What follows belongs to an exercise in optimizing a design on an open flow for small area, a short achievable clock period and few clock cycles; a production flow would make more cautious choices. In this exercise RTL edits were held to simulation tests only and were not proved equivalent to the original. Power is estimated from default activity; no workload was simulated.

Setup of run A:
Design alu_unit, start of the top module:
module alu_unit (
	input  logic                           clk,
	input  logic                           rst,
	input  logic [alu_pkg::word_width-1:0] bus_in,
	input  logic                           y_load,
	input  alu_pkg::alu_op_t               op,
	input  logic                           op_valid,
	output logic [alu_pkg::word_width-1:0] z_hi,
	output logic [alu_pkg::word_width-1:0] z_lo,
	output logic                           done,
	output logic                           busy
);
For scale: roughly 2500 cells after synthesis, roughly 220 flip-flops, about 110 I/O pins.
==> flow/config.mk <==
export PLATFORM = sky130hd
export DESIGN_NAME = alu_unit
export DESIGN_NICKNAME = alu_unit
export VERILOG_FILES = /design/flow/design.v
export SDC_FILE = /design/flow/constraint.sdc
export NUM_CORES = 4
export LEC_CHECK = 0
export CAP_MARGIN = 20
export CORE_MARGIN = 2
export CORE_UTILIZATION = 40
export SETUP_SLACK_MARGIN = 4.0
export SLEW_MARGIN = 20
export TNS_END_PERCENT = 5
==> flow/constraint.sdc <==
create_clock -name core_clock -period 6.0 [get_ports {clk}]
set_input_delay 1.2000 -clock core_clock [delete_from_list [all_inputs] [get_ports {clk}]]
set_output_delay 1.2000 -clock core_clock [all_outputs]
set_load 0.01 [all_outputs]
run.sh (not shown) runs the stock make flow with config.mk's settings and CLKGATE_MAP_FILE= SYNTH_SCRIPT=/design/flow/synth_recipe.tcl, a recipe that flattens the netlist after the stock synthesis.
Run A: done, clean on timing, DRC and antenna
Testbench counts of run A, summed over its fixed seeds: cycles 6,522.
Edits applied to the flow inputs when going from run A to run B:
- setting PLACE_DENSITY to 0.8 for the first time
- changing SETUP_SLACK_MARGIN from 4.0 to 3.6
Results
Run B ran to completion and came out clean on the timing, DRC and antenna checks. Compared with run A, via total after detailed routing in run B increased by a few percent. [compare] base=run A new=run B: count of buffers added by post-CTS timing repair for setup shows a reduction of 6; cell count shows no meaningful change. Summary of run B over run A: number of rows in the core area did not really move, number of antenna cells inserted went down, core utilization went down. Route | run B vs run A | wire shorter in run B. Run B — power density of the placed cells about 3% lower, run A as reference. Going from run A to run B, count of plain and timing-repair buffers dropped 5, wire length per cell shows a reduction of 1.6 um, final worst setup slack has decreased.
[inputs] run C vs run B
- SETUP_SLACK_MARGIN now 3.3, was 3.6
- PLACE_DENSITY no longer set, was 0.8
- TNS_END_PERCENT no longer set, was 5
==> flow/flow/run.sh (new file) <==
#!/bin/bash
# The standard layout (the standard.sh, synthesis unchanged), except that the
# port buffers that placement inserts use buf_2 instead of the delay buffer the
# resizer picks by default.
set -euo pipefail
export BUFFER_PORTS_ARGS="-buffer_cell sky130_fd_sc_hd__buf_2"
bash standard.sh > flow_make.log 2>&1
==> flow/standard.sh (new file) <==
#!/bin/bash
# synth_recipe.tcl (not shown) runs the flow's synth.tcl, then flattens the netlist and writes it again
# the make line also repeats each setting of config.mk as NAME=value (left out here)
make -C /OpenROAD-flow-scripts/flow DESIGN_CONFIG=/design/flow/config.mk WORK_HOME=/design/flow/orfs CLKGATE_MAP_FILE= SYNTH_SCRIPT=/design/flow/synth_recipe.tcl "${@:-finish}"
removed: flow/run.sh
Results
Sort run B and run C by synthesis-to-layout area growth asc -> top: run B. Run C against run B; number of buffers other than clock buffers in the final layout is up by more than 10%. On post-layout instance area, run B beats run C. Run C against run B: arrival time of data at the critical path endpoint shows an increase of 0.04 ns, global-route wire length before repair climbed 6.8%, initial antenna violation count grew by 2, number of global-route vias before repair increased by 83 relative to the old numbers.
Modified inputs, run D compared to run C
- TNS_END_PERCENT newly set to 5
- SETUP_SLACK_MARGIN changed from 3.3 to 3.6
==> flow/flow/run.sh <==
#!/bin/bash
# The standard layout (the standard.sh: the same ORFS synthesis script,
# floorplan, placement, CTS and routing) with two changes:
#  - the full and half adder cells are kept off the cell list, so synthesis
#    leaves adders as plain gates for abc to map (faster carry-save tree than
#    the slow fa/ha cells; the registers are the same);
#  - the port buffers that placement inserts are buf_1 cells instead of the
#    delay buffer the resizer picks by default.
# make's full output goes to flow_make.log; ORFS keeps each tool's log under
# orfs/logs/.
set -euo pipefail
export DONT_USE_CELLS="sky130_fd_sc_hd__fa_1 sky130_fd_sc_hd__fa_2 sky130_fd_sc_hd__fa_4 sky130_fd_sc_hd__ha_1 sky130_fd_sc_hd__ha_2 sky130_fd_sc_hd__ha_4"
export BUFFER_PORTS_ARGS="-buffer_cell sky130_fd_sc_hd__buf_1"
bash standard.sh > flow_make.log 2>&1
- Cmp run D vs run C: minimum clock period lower in run D
- Cell area (run C / run D): 1.05
- Run D against run C: wire length lost about 5%; headroom to the max-slew limit lost 6.0 points.
- When the final numbers for run D and run C were put side by side, the power in combinational cells turned out to be smaller in run D.
Inputs modified between run D and run E:
- SETUP_SLACK_MARGIN now 3.3, was 3.6
==> flow/run.sh (new file) <==
#!/bin/bash
# synth_recipe.tcl (not shown) runs the flow's synth.tcl, then flattens the netlist and writes it again
# the make line also repeats each setting of config.mk as NAME=value (left out here)
make -C /OpenROAD-flow-scripts/flow DESIGN_CONFIG=/design/flow/config.mk WORK_HOME=/design/flow/orfs CLKGATE_MAP_FILE= SYNTH_SCRIPT=/design/flow/synth_recipe.tcl finish
removed: flow/flow/run.sh
removed: flow/standard.sh
[summary]
Between run D and run E, the maximum operating frequency figures differ only marginally. | fraction of the cycle the final worst path needs | run D vs run E | ≈ equal |. From run D to run E the numbers moved as follows: antenna violation net count after detailed routing has remained practically unchanged; total power draw shows a reduction of about 0.5%; total via count in the routed design saw a decrease; first-pass GRT wire length went up about 2.2%. End-of-flow core utilization: higher on run E. Critical path data arrival time in run E vs run D: up 0.03 ns. met2 routing resource usage after global routing for run E: 1.7 points up relative to run D.

## re-timing with driven ports
The results above use ideal ports. As a check the final layouts listed here were re-extracted and re-timed, cells and wires unchanged.
Step 1 sets driving cells, clkbuf_16 on the clock port and buf_2 on the other inputs (assumed; they add their load-dependent delay and slew).
Step 2 moves the port delays by t, midway between the first and last clock arrival at a register: inputs arrive t later, outputs are due t later. That takes back most of the time a late clock gives input paths.
Three values: no drivers, after step 1, after step 2; two values: the first two.
run	t (ns)	slack for setup (ns)	hold slack, ns	latest minus earliest clock arrival (ns)	worst register clock-pin slew, ns
run A	0.647	3.063 / 3.016 / 2.617	0.502 / 0.502 / 0.502	0.015 / 0.015	0.07 / 0.07
run B	0.655	2.945 / 2.945 / 2.598	0.532 / 0.532 / 0.532	0.024 / 0.025	0.07 / 0.07
run C	0.651	2.914 / 2.914 / 2.914	0.436 / 0.436 / 0.436	0.023 / 0.023	0.07 / 0.07
run D	0.633	3.047 / 3.047 / 2.736	0.480 / 0.480 / 0.480	0.017 / 0.018	0.07 / 0.07
run E	0.641	3.050 / 3.025 / 2.891	0.437 / 0.437 / 0.437	0.011 / 0.011	0.07 / 0.07
After both steps setup and hold are still met in every run listed. For run A, which loses most, drivers alone change the setup slack by -0.047 ns; drivers and shift together by -0.446 ns.
